What follows belongs to an exercise in optimizing a design on an open flow for small area; a production flow would make more cautious choices.
The RTL was checked by simulation tests, not by an equivalence proof against the original design.

==> flow/design.v, too long to show whole: its modules and the start of the top module <==
// module pss_sample_window: 14 lines
// module pss_correlator_lane: 673 lines
// module pss_fa: 10 lines
// module pss_xor2: 7 lines
// module pss_xnor2: 7 lines
// module pss_ha: 9 lines
// module pss_nid2_decider: 24 lines
// module pss_detector: 71 lines
module pss_detector (
    input  logic        clk_i,
    input  logic        reset_ni,
    input  logic [15:0] sample_i,           
    input  logic        sample_valid_i,
    input  logic [1:0]  mode_i,             
    input  logic [1:0]  requested_nid2_i,
    output logic [2:0]  result_o            
);
  // ...
==> flow/flow/run.sh <==
#!/bin/bash
cp standard.sh standard_sh_copy.log
export BUFFER_PORTS_ARGS="-buffer_cell sky130_fd_sc_hd__buf_1"
bash standard.sh > standard_flow.log 2>&1
==> flow/standard.sh <==
#!/bin/bash
# synth_recipe.tcl (not shown) runs the flow's synth.tcl, then flattens the netlist and writes it again
# the make line also repeats each setting of config.mk as NAME=value (left out here)
make -C /OpenROAD-flow-scripts/flow DESIGN_CONFIG=/design/flow/config.mk WORK_HOME=/design/flow/orfs CLKGATE_MAP_FILE= SYNTH_SCRIPT=/design/flow/synth_recipe.tcl "${@:-finish}"
==> flow/config.mk <==
export PLATFORM = sky130hd
export DESIGN_NAME = pss_detector
export DESIGN_NICKNAME = pss_detector
export VERILOG_FILES = /design/flow/design.v
export SDC_FILE = /design/flow/constraint.sdc
export NUM_CORES = 4
export LEC_CHECK = 0
export CAP_MARGIN = 5
export CORE_MARGIN = 2
export CORE_UTILIZATION = 75
export CTS_BUF_LIST = sky130_fd_sc_hd__clkbuf_8
export CTS_CLUSTER_DIAMETER = 60
export CTS_CLUSTER_SIZE = 16
export SLEW_MARGIN = 5
export SYNTH_HIERARCHICAL = 1
==> flow/constraint.sdc <==
create_clock -name core_clock -period 11.0 [get_ports {clk_i}]
set_input_delay 2.2000 -clock core_clock [delete_from_list [all_inputs] [get_ports {clk_i}]]
set_output_delay 2.2000 -clock core_clock [all_outputs]
set_load 0.01 [all_outputs]
==> qor.csv, run 1 <==
metric,value,unit
startpoint types,flip-flop,
Syn Area/Cell,12.8,sq um
NonClk Buf Share,1.10,%
capturing point of the worst reg2reg path,prev_q[1],
status,timing/DRC/antenna clean,
Crit path top cell by count,fa_1,
diode count,0,
R2R depth,30,
Post-Route WL,29500,microns
FFs & Latches,271,
routed wl met3,834,microns
GRT met3 Usage,2.75,%
"FF+latch count, synth",271,
Filler cells,1340,
area of the multi-input gates,0.0105,sq mm
"commonest non-fill, non-tap cell in the layout",fa_1,
share of cells above drive strength 1,5.35,%
total die area,0.0235,sq mm
Largest regs,"window_q: 256 flops, peaks_q: 3 flops, prev_q: 3 flops",
met1 wire length,13600,microns
"commonest non-fill, non-tap cells in the layout","fa_1 (288), dfxtp_1 (271), a22o_1 (224)",
WP data arrival,10940,ps
largest cell class by area,multi-input gates,
sequential cell area fraction in the yosys report,32.4,%
Non-Filler Instances,1589,
Hold Worst Slack,422,ps
final number of hold-violating endpoints,0,
row count,54,
placed cells,1562,
==> run 2, diff against run 1 <==
--- a/flow/config.mk
+++ b/flow/config.mk
@@ -9,7 +9,7 @@
 export CORE_MARGIN = 2
 export CORE_UTILIZATION = 75
 export CTS_BUF_LIST = sky130_fd_sc_hd__clkbuf_8
-export CTS_CLUSTER_DIAMETER = 60
-export CTS_CLUSTER_SIZE = 16
+export CTS_CLUSTER_DIAMETER = 80
+export CTS_CLUSTER_SIZE = 20
 export SLEW_MARGIN = 5
 export SYNTH_HIERARCHICAL = 1
==> run 2 against run 1 <==
Effect of this change: critical path type unchanged; largest cell class unchanged; critical path depth unchanged; routed wire length down 0.17%.
==> qor.csv, run 2 <==
metric,value,unit,change
Sum Neg Setup Slack,0,ps,
final number of hold-violating endpoints,0,,unchanged
Main synth FF type,dfxtp_1,,
Crit path top cell by count,fa_1,,
routed wl met3,735,microns,-12%
total die area,0.0235,sq mm,unchanged
diode count,0,,unchanged
CORE AREA,0.0219,sq mm,
worst hold path stage count,1,,
slew margin rel.,26.8,%,
H-tree Lvls,1,,
syn_nets,1666,,
placed cells,1562,,unchanged
Fmax,95.1,MHz,
measured slew at the worst slew-check pin,1100,ps,
post-DP HPWL,23300,microns,
Syn Area/Cell,12.8,sq um,unchanged
ys async rst share,0,%,
WP data arrival,10930,ps,about the same
Syn-to-layout area delta,3.26,%,
mean routed wirelength per cell,18.6,microns,
Vias/cell,5.97,,
first-pass GRT wire length,51400,microns,
Non-Filler Instances,1583,,-0.38%
Synth Instances,1308,,
Initial Util,76.5,%,
PnR worst setup slack,488,ps,
Clock Tree Root,clkbuf_8,,
Worst path max stage delay,610,ps,
min cycle time layout,10510,ps,
fin crit share,95.6,%,
status,timing/DRC/antenna clean,,
DRT iter0 DRCs,525,,
Yosys top cell area share,35.0,%,
HP Class,flip-flop to flip-flop,,
clock buffer count from CTS,17,,
Mapped Area,0.0167,sq mm,
Total GRT Usage,26.8,%,
R2R depth,30,,unchanged
"Reg clk slew, reported paths",120,ps,
# Max-Cap Violations,0,,
routability cong.,0.841,,
Buffers on Ports,25,,
DR pass1 iterations,6,,
CTS Buffer Depth,3,,
initial antenna violation count,0,,
synth unique cells,52,,
via count,9443,,
Post-Route WL,29500,microns,-0.17%
final core occ,79.0,%,
Crit path required time,11420,ps,
CP Class,flip-flop to flip-flop,,
clk latency of the worst-skew pair,540,ps,
startpoint types,flip-flop,,
fin. max-slew vios,0,,
row count,54,,unchanged
hold-fix buffer count after cts,0,,
vias in the first global route,10300,,
DRC,0,,
Routed Antenna Nets,0,,
met1 wire length,13500,microns,-0.60%
TritonCTS Sinks,271,,
sequential cell area fraction in the yosys report,32.4,%,unchanged
die span in y,153,microns,
Overflow after GRT,0,,
critical path endpoint category,flip-flop,,
Clock Skews,16.4,ps,
largest net degree at the start of global routing,112,,
Biggest register,window_q,,
"commonest non-fill, non-tap cell in the layout",fa_1,,
Crit Path Max Fanout,4,,
most common cell in the netlist,fa_1,,
Post-synth top cells,"fa_1 (293), dfxtp_1 (271), a22o_1 (224)",,
final instance area,0.0173,sq mm,
Largest regs,"window_q: 256 flops, peaks_q: 3 flops, prev_q: 3 flops",,
"EDFF count, synth",0,,
max reg flops,256,,
yosys warns,8,,
"commonest non-fill, non-tap cells in the layout","fa_1 (285), dfxtp_1 (271), a22o_1 (224)",,
synth top area cells,"fa_1 (35%), dfxtp_1 (32%), a22o_1 (12%)",,
DIE WIDTH,153,microns,
"FF+latch count, synth",271,,unchanged
# nets final,1662,,
share of cells above drive strength 1,5.14,%,-0.21 points
"Slowest-stage cell, CP",fa_1,,
"Cell Area, Placed",0.0170,sq mm,
metal2 WL,14500,microns,
Filler cells,1333,,-0.52%
pre-CTS setup slack,243,ps,
setup violators final,0,,
I/O pin count,26,,
CTS tree,built,,
"area leader, netlist",fa_1,,
Top Layer Used,met4,,
[run 2: cell counts after synthesis]
Identical to the previous run, type by type.
[run 2: what timing repair did]
item / 4_1_cts / 5_1_grt
setup buffers: 0 / 3
gates resized for setup: 0 / 8
endpoints found under the setup margin: 0 / 2
[run 2: modules after synthesis, one instance, submodules excluded]
module | flops+latches | copies in the design
pss_detector | 271 | 1
pss_sample_window | 0 | 1
pss_correlator_lane | 0 | 1
pss_nid2_decider | 0 | 1
pss_fa | 0 | 293
pss_ha | 0 | 42
pss_xor2 | 0 | 102
[run 2: critical path: cells and delay by family (launching register included)]
family          cells  cell delay, ps
mux                 1             140
xor+xnor            2             370
flops               1             360
compound gates      3             580
simple gates        4             760
buf+inv             2             120
fa+ha+maj          18            8050
[run 2: layer usage]
metal	track usage, %	vias up
li1	-	4416
met5	0	-
met2	44.3	144
met3	2.55	41
met1	39.3	4842
met4	6.47	0
[run 2: per-stage QoR]
stage / hold slack (ps)
2_1_floorplan: 385
3_3_place_gp: 401
3_5_place_dp: 401
4_1_cts: 434
5_1_grt: 443
6_report: 430
[run 2: final timing paths]
path	start	to	slack [ps]
worst max-delay path	window_q[168]	prev_q[1]	490
worst min register to register	code1_q[0]	code2_q[0]	430
worst min-delay path	code1_q[0]	code2_q[0]	430
worst max register to register	window_q[168]	prev_q[1]	490
[run 2: layout make-up]
class / count / area, sq um / share of cell area [%]
clock inverter: 1 / 11.3 / 0.0651
inverter: 147 / 552 / 3.19
multi-input combinational: 827 / 10500 / 60.8
sequential: 271 / 5430 / 31.4
clock buffer: 17 / 234 / 1.35
timing repair buffer: 40 / 206 / 1.19
tap: 280 / 350 / 2.03
[run 2: cell families (layout without fill, tap and decap cells)]
kind of cell,count (synthesis),in the layout,synth area share (%)
AO/OA/AOI/OAI,296,296,15.2
XOR/XNOR,109,109,5.70
adder cells (fa/ha/maj),341,341,38.5
buffers and inverters,210,205,5.35
flip-flops,271,271,32.4
multiplexers,5,5,0.299
AND/OR/NAND/NOR,76,76,2.56
==> run 3, diff against run 2 <==
--- a/flow/config.mk
+++ b/flow/config.mk
@@ -8,8 +8,7 @@
 export CAP_MARGIN = 5
 export CORE_MARGIN = 2
 export CORE_UTILIZATION = 75
-export CTS_BUF_LIST = sky130_fd_sc_hd__clkbuf_8
-export CTS_CLUSTER_DIAMETER = 80
-export CTS_CLUSTER_SIZE = 20
+export CTS_CLUSTER_DIAMETER = 100
+export CTS_CLUSTER_SIZE = 30
 export SLEW_MARGIN = 5
 export SYNTH_HIERARCHICAL = 1
==> run 3 against run 2 <==
Effect of this change: critical path type unchanged; die area stayed put; non-clock buffer count is 1 lower; synthesized cell count unchanged; global-route usage increased by 0.22 points; count of clock-buffer cells in the layout down 3; fmax fell by 0.55%; clock skew up 21 ps; first-iteration DRC count is 3.2% higher; highest routed layer unchanged; via count increased by 0.49%.
==> qor.csv, run 3 <==
metric,value,unit,change
status,timing/DRC/antenna clean,,
PnR worst setup slack,430,ps,-58.2 ps
CORE AREA,0.0219,sq mm,unchanged
initial antenna violation count,0,,unchanged
Fmax,94.6,MHz,-0.55%
slew margin rel.,27.7,%,+0.95 points
Main synth FF type,dfxtp_1,,
Initial Util,76.5,%,unchanged
max reg flops,256,,unchanged
sequential cell area fraction in the yosys report,32.4,%,unchanged
I/O pin count,26,,unchanged
DRC,0,,unchanged
HP Class,flip-flop to flip-flop,,
setup violators final,0,,unchanged
die span in y,153,microns,unchanged
"EDFF count, synth",0,,unchanged
# Max-Cap Violations,0,,unchanged
total die area,0.0235,sq mm,unchanged
post-DP HPWL,23300,microns,unchanged
Mapped Area,0.0167,sq mm,unchanged
CP Class,flip-flop to flip-flop,,
H-tree Lvls,1,,unchanged
reg-to-reg startpoint,window_q[168],,
yosys warns,8,,unchanged
"delay-heaviest family, CP",adder cells,,
CP Buf/Inv Count,2,,unchanged
vias in the first global route,10300,,-0.097%
Sum Neg Setup Slack,0,ps,unchanged
startpoint of the worst setup timing path,window_q[168],,
Filler cells,1323,,-0.75%
first-pass GRT wire length,51600,microns,+0.42%
startpoint types,flip-flop,,
CTS tree,built,,
Clock Skews,37.0,ps,+20.6 ps
Post-Route WL,30000,microns,+1.7%
CTS Buffer Depth,3,,unchanged
Syn Area/Cell,12.8,sq um,unchanged
Syn-to-layout area delta,3.89,%,
routability cong.,0.841,,unchanged
largest net degree at the start of global routing,112,,unchanged
"Slowest-stage cell, CP",fa_1,,
Largest regs,"window_q: 256 flops, peaks_q: 3 flops, prev_q: 3 flops",,
pre-CTS setup slack,243,ps,unchanged
syn_nets,1666,,unchanged
measured slew at the worst slew-check pin,1080,ps,-14.2 ps
most common cell in the netlist,fa_1,,
Routed Antenna Nets,0,,unchanged
share of cells above drive strength 1,4.77,%,-0.37 points
clk latency of the worst-skew pair,490,ps,-50 ps
# nets final,1657,,-0.30%
diode count,0,,unchanged
row count,54,,unchanged
Crit path required time,11360,ps,-60 ps
Yosys top cell area share,35.0,%,unchanged
DR pass1 iterations,5,,-1
synth top area cells,"fa_1 (35%), dfxtp_1 (32%), a22o_1 (12%)",,
Crit path top cell by count,fa_1,,
mean routed wirelength per cell,19.0,microns,+2.0%
via count,9489,,+0.49%
clock buffer count from CTS,13,,-4
WP data arrival,10930,ps,about the same
Post-synth top cells,"fa_1 (293), dfxtp_1 (271), a22o_1 (224)",,
hold-fix buffer count after cts,0,,unchanged
Worst path max stage delay,620,ps,about the same
TritonCTS Sinks,271,,unchanged
DIE WIDTH,153,microns,unchanged
fin. max-slew vios,0,,unchanged
final number of hold-violating endpoints,0,,unchanged
"commonest non-fill, non-tap cells in the layout","fa_1 (285), dfxtp_1 (271), a22o_1 (224)",,
Vias/cell,6.01,,+0.74%
synth unique cells,52,,unchanged
DRT iter0 DRCs,542,,+3.2%
"commonest non-fill, non-tap cell in the layout",fa_1,,
ys async rst share,0,%,unchanged
min cycle time layout,10570,ps,+58.2 ps
Biggest register,window_q,,
Clock Tree Root,clkbuf_16,,
"FF+latch count, synth",271,,unchanged
min-delay src,code1_q[0],,
Overflow after GRT,0,,unchanged
Total GRT Usage,27.0,%,+0.22 points
Synth Instances,1308,,unchanged
critical path endpoint category,flip-flop,,
fin crit share,96.1,%,+0.53 points
"area leader, netlist",fa_1,,
Buffers on Ports,25,,unchanged
"Reg clk slew, reported paths",110,ps,about the same
Crit Path Max Fanout,4,,unchanged
-- run 3: cell counts after synthesis --
No cell type changed its count.
-- run 3: metrics by stage --
step           util [%]  area [sq um]  hold WS [ps]  instances
6_report           79.5         17400           427       1579
5_1_grt            79.5         17400           441       1579
4_1_cts            79.3         17400           431       1577
3_5_place_dp       77.7         17000           401       1562
3_3_place_gp       77.7         17000           401       1562
2_1_floorplan         -         16800           385       1308
-- run 3: metal layers --
layer | global-route usage [%] | routed length (microns)
met2 | 44.9 | 14900
met5 | 0 | 0
met1 | 39.6 | 13600
met4 | 6.03 | 673
met3 | 2.72 | 819
-- run 3: worst paths after layout --
check | cells after the start | end | slack, ps
worst max-delay path | 30 | prev_q[1] | 430
worst max register to register | 30 | prev_q[1] | 430
worst min register to register | 1 | code2_q[0] | 430
worst min-delay path | 1 | code2_q[0] | 430
-- run 3: worst reg2reg max path, delay by kind of cell (launching register included) --
family | cells | cell delay, ps
adders and majority gates | 18 | 8100
buffers and inverters | 2 | 130
xor gates and xnor gates | 2 | 380
AOI/OAI and AO/OA | 3 | 580
and+or+nand+nor | 4 | 760
muxes | 1 | 140
DFF | 1 | 360
-- run 3: layout make-up --
class	count	area [sq um]	share of cell area [%]
multi-input cells	827	10500	60.4
clock inverters	1	30.0	0.173
well taps	280	350	2.01
flip-flops and latches	271	5430	31.2
repair buffers	39	199	1.14
inverters	147	552	3.17
clock buffers	14	329	1.89
-- run 3: modules after synthesis, one instance, submodules excluded --
module               cells inside  flip-flops and latches
pss_xor2                        1                       0
pss_fa                          1                       0
pss_sample_window             317                       0
pss_detector                  296                     271
pss_ha                          1                       0
pss_correlator_lane           249                       0
pss_nid2_decider                9                       0
-- run 3: cell families (layout without fill, tap and decap cells) --
| logic type | Yosys count | in the layout | share of synthesized area, % |
|---|---|---|---|
| xor+xnor | 109 | 109 | 5.70 |
| compound gates | 296 | 296 | 15.2 |
| simple gates | 76 | 76 | 2.56 |
| buf+inv | 210 | 201 | 5.35 |
| mux | 5 | 5 | 0.299 |
| fa+ha+maj | 341 | 341 | 38.5 |
| flops | 271 | 271 | 32.4 |
-- run 3: timing repair --
| item | 4_1_cts | 5_1_grt |
|---|---|---|
| setup buffers | 0 | 2 |
| gates resized for setup | 0 | 8 |
| endpoints found under the setup margin | 0 | 2 |
==> run 4, diff against run 3 <==
--- a/flow/config.mk
+++ b/flow/config.mk
@@ -8,7 +8,8 @@
 export CAP_MARGIN = 5
 export CORE_MARGIN = 2
 export CORE_UTILIZATION = 75
-export CTS_CLUSTER_DIAMETER = 100
-export CTS_CLUSTER_SIZE = 30
+export CTS_BUF_LIST = sky130_fd_sc_hd__clkbuf_4
+export CTS_CLUSTER_DIAMETER = 50
+export CTS_CLUSTER_SIZE = 10
 export SLEW_MARGIN = 5
 export SYNTH_HIERARCHICAL = 1
==> run 4 against run 3 <==
Effect of this change: critical path depth did not move; still clean; global-route usage barely moved; utilization down 0.41 points; count of clock-buffer cells in the layout rose by 18; flip-flop and latch count unchanged.
==> qor.csv, run 4 <==
metric,value,unit,change
critical path endpoint category,flip-flop,,
initial antenna violation count,1,,+1
mean routed wirelength per cell,18.5,microns,-2.4%
fin crit share,96.3,%,+0.17 points
Crit path top cell by count,fa_1,,
syn_nets,1666,,unchanged
CTS Buffer Depth,3,,unchanged
slew margin rel.,27.1,%,-0.63 points
"commonest non-fill, non-tap cell in the layout",fa_1,,
Vias/cell,5.98,,-0.50%
Fmax,94.4,MHz,-0.18%
clk latency of the worst-skew pair,720,ps,+230 ps
HP Class,flip-flop to flip-flop,,
CP Buf/Inv Count,2,,unchanged
fin. max-slew vios,0,,unchanged
"commonest non-fill, non-tap cells in the layout","fa_1 (286), dfxtp_1 (271), a22o_1 (224)",,
Worst path max stage delay,610,ps,about the same
DRC,0,,unchanged
synth top area cells,"fa_1 (35%), dfxtp_1 (32%), a22o_1 (12%)",,
Syn-to-layout area delta,3.36,%,
min-delay src,code1_q[0],,
Buffers on Ports,25,,unchanged
min cycle time layout,10590,ps,+18.8 ps
Filler cells,1338,,+1.1%
startpoint of the worst setup timing path,window_q[168],,
"EDFF count, synth",0,,unchanged
clock buffer count from CTS,31,,+18
"Slowest-stage cell, CP",fa_1,,
"area leader, netlist",fa_1,,
post-DP HPWL,23300,microns,unchanged
most common cell in the netlist,fa_1,,
Total GRT Usage,27.0,%,-0.045 points
TritonCTS Sinks,271,,unchanged
largest net degree at the start of global routing,112,,unchanged
Overflow after GRT,0,,unchanged
final instance area,0.0173,sq mm,-0.51%
status,timing/DRC/antenna clean,,
Post-synth top cells,"fa_1 (293), dfxtp_1 (271), a22o_1 (224)",,
CTS tree,built,,
Hold Worst Slack,423,ps,-3.80 ps
Main synth FF type,dfxtp_1,,
DRT iter0 DRCs,463,,-15%
reg-to-reg startpoint,window_q[168],,
CP Class,flip-flop to flip-flop,,
Mapped Area,0.0167,sq mm,unchanged
Clock Skews,38.9,ps,+1.85 ps
share of cells above drive strength 1,5.99,%,+1.2 points
measured slew at the worst slew-check pin,1090,ps,+9.41 ps
Initial Util,76.5,%,unchanged
setup violators final,0,,unchanged
Crit Path Max Fanout,4,,unchanged
via count,9561,,+0.76%
synth unique cells,52,,unchanged
DIE WIDTH,153,microns,unchanged
total die area,0.0235,sq mm,unchanged
DR pass1 iterations,6,,+1
ys async rst share,0,%,unchanged
CORE AREA,0.0219,sq mm,unchanged
H-tree Lvls,1,,unchanged
Synth Instances,1308,,unchanged
worst hold path stage count,1,,unchanged
vias in the first global route,10400,,+1.1%
max reg flops,256,,unchanged
Sum Neg Setup Slack,0,ps,unchanged
R2R depth,30,,unchanged
row count,54,,unchanged
# nets final,1674,,+1.0%
startpoint types,flip-flop,,
routability cong.,0.841,,unchanged
Largest regs,"window_q: 256 flops, peaks_q: 3 flops, prev_q: 3 flops",,
Yosys top cell area share,35.0,%,unchanged
Routed Antenna Nets,0,,unchanged
area of the multi-input gates,0.0105,sq mm,about the same
final number of hold-violating endpoints,0,,unchanged
Biggest register,window_q,,
"delay-heaviest family, CP",adder cells,,
Syn Area/Cell,12.8,sq um,unchanged
stages on the worst setup path,30,,unchanged
"Cell Area, Placed",0.0170,sq mm,unchanged
"Reg clk slew, reported paths",100,ps,about the same
I/O pin count,26,,unchanged
Post-Route WL,29600,microns,-1.2%
Clock Tree Root,clkbuf_4,,
die span in y,153,microns,unchanged
first-pass GRT wire length,51500,microns,about the same
WP data arrival,11150,ps,+220 ps
# Max-Cap Violations,0,,unchanged
Crit path required time,11560,ps,+200 ps
register area,0.00543,sq mm,unchanged
yosys warns,8,,unchanged
"FF+latch count, synth",271,,unchanged
sequential cell area fraction in the yosys report,32.4,%,unchanged
-- run 4: per-stage QoR --
stage / utilization, % / worst slack (ps) / std cells
after floorplan: - / 69.5 / 1308
after global placement: 77.7 / 441 / 1562
after detailed placement: 77.7 / 243 / 1562
after CTS: 78.9 / 128 / 1597
after global routing: 79.1 / -14.8 / 1599
final: 79.1 / 411 / 1599
-- run 4: final cells by class --
cell class | instances | area share [%]
Multi-Input combinational cell | 827 | 60.7
Sequential cell | 271 | 31.3
Inverter | 147 | 3.19
Tap cell | 280 | 2.02
Clock buffer | 32 | 1.39
Timing Repair Buffer | 38 | 1.11
Clock inverter | 3 | 0.217
Antenna cell | 1 | 0.0145
-- run 4: final timing paths --
path | endpoint | slack [ps]
setup / recovery | prev_q[1] | 410
hold / removal | code2_q[0] | 420
setup reg to reg | prev_q[1] | 410
hold reg to reg | code2_q[0] | 420
-- run 4: modules after synthesis (local to each module, per instance) --
module | times used | flops+latches | cell area [sq um] | cells inside
pss_ha | 42 | 0 | 12.5 | 1
pss_xor2 | 102 | 0 | 8.76 | 1
pss_nid2_decider | 1 | 0 | 70.1 | 9
pss_detector | 1 | 271 | 5610 | 296
pss_fa | 293 | 0 | 20.0 | 1
pss_correlator_lane | 1 | 0 | 1180 | 249
pss_sample_window | 1 | 0 | 2600 | 317
-- run 4: routing by layer --
metal / GRT usage, % / wire length [microns] / part of all wire, % / vias to the layer above
li1: - / - / - / 4457
met1: 39.2 / 13400 / 45 / 4907
met2: 44.7 / 14700 / 50 / 150
met3: 3.23 / 911 / 3.1 / 47
met4: 6.03 / 655 / 2.2 / 0
met5: 0 / 0 / 0 / -
-- run 4: logic make-up (layout without fill, tap and decap cells) --
family                   count (synthesis)  after routing  share of synthesized area, %
adder cells (fa/ha/maj)                341            341                          38.5
AO/OA/AOI/OAI                          296            296                          15.2
flip-flops                             271            271                          32.4
buffers and inverters                  210            220                          5.35
XOR/XNOR                               109            109                          5.70
AND/OR/NAND/NOR                         76             76                          2.56
multiplexers                             5              5                         0.299
other                                    0              1                             0
-- run 4: what timing repair did --
item | CTS | global route
gates resized for setup | 0 | 7
buffers inserted | 0 | 1
hold buffers | 0 | 0
setup endpoints to repair | 0 | 2

-- port drivers added, routing unchanged --
The flow's constraints put no driver on any port. The routed layouts listed below were extracted and timed again, unchanged, in two steps.
Step 1, drivers: a clkbuf_16 drives clk_i and a buf_2 each remaining input, both assumed.
Step 2 moves the port delays by t, midway between the first and last clock arrival at a register: inputs arrive t later, outputs are due t later. That takes back most of the time a late clock gives input paths.
Three values: no drivers, after step 1, after step 2; two values: the first two.
run | t (ns) | setup slack, ns | worst setup path at the end | cell pins on the clock port's net
run 1 | 0.601 | 0.497 / 0.497 / 0.497 | register to register | 1
run 2 | 0.583 | 0.488 / 0.488 / 0.488 | register to register | 1
run 3 | 0.525 | 0.430 / 0.430 / 0.430 | register to register | 1
run 4 | 0.736 | 0.411 / 0.411 / 0.411 | register to register | 1
After both steps every run listed still meets setup and hold.
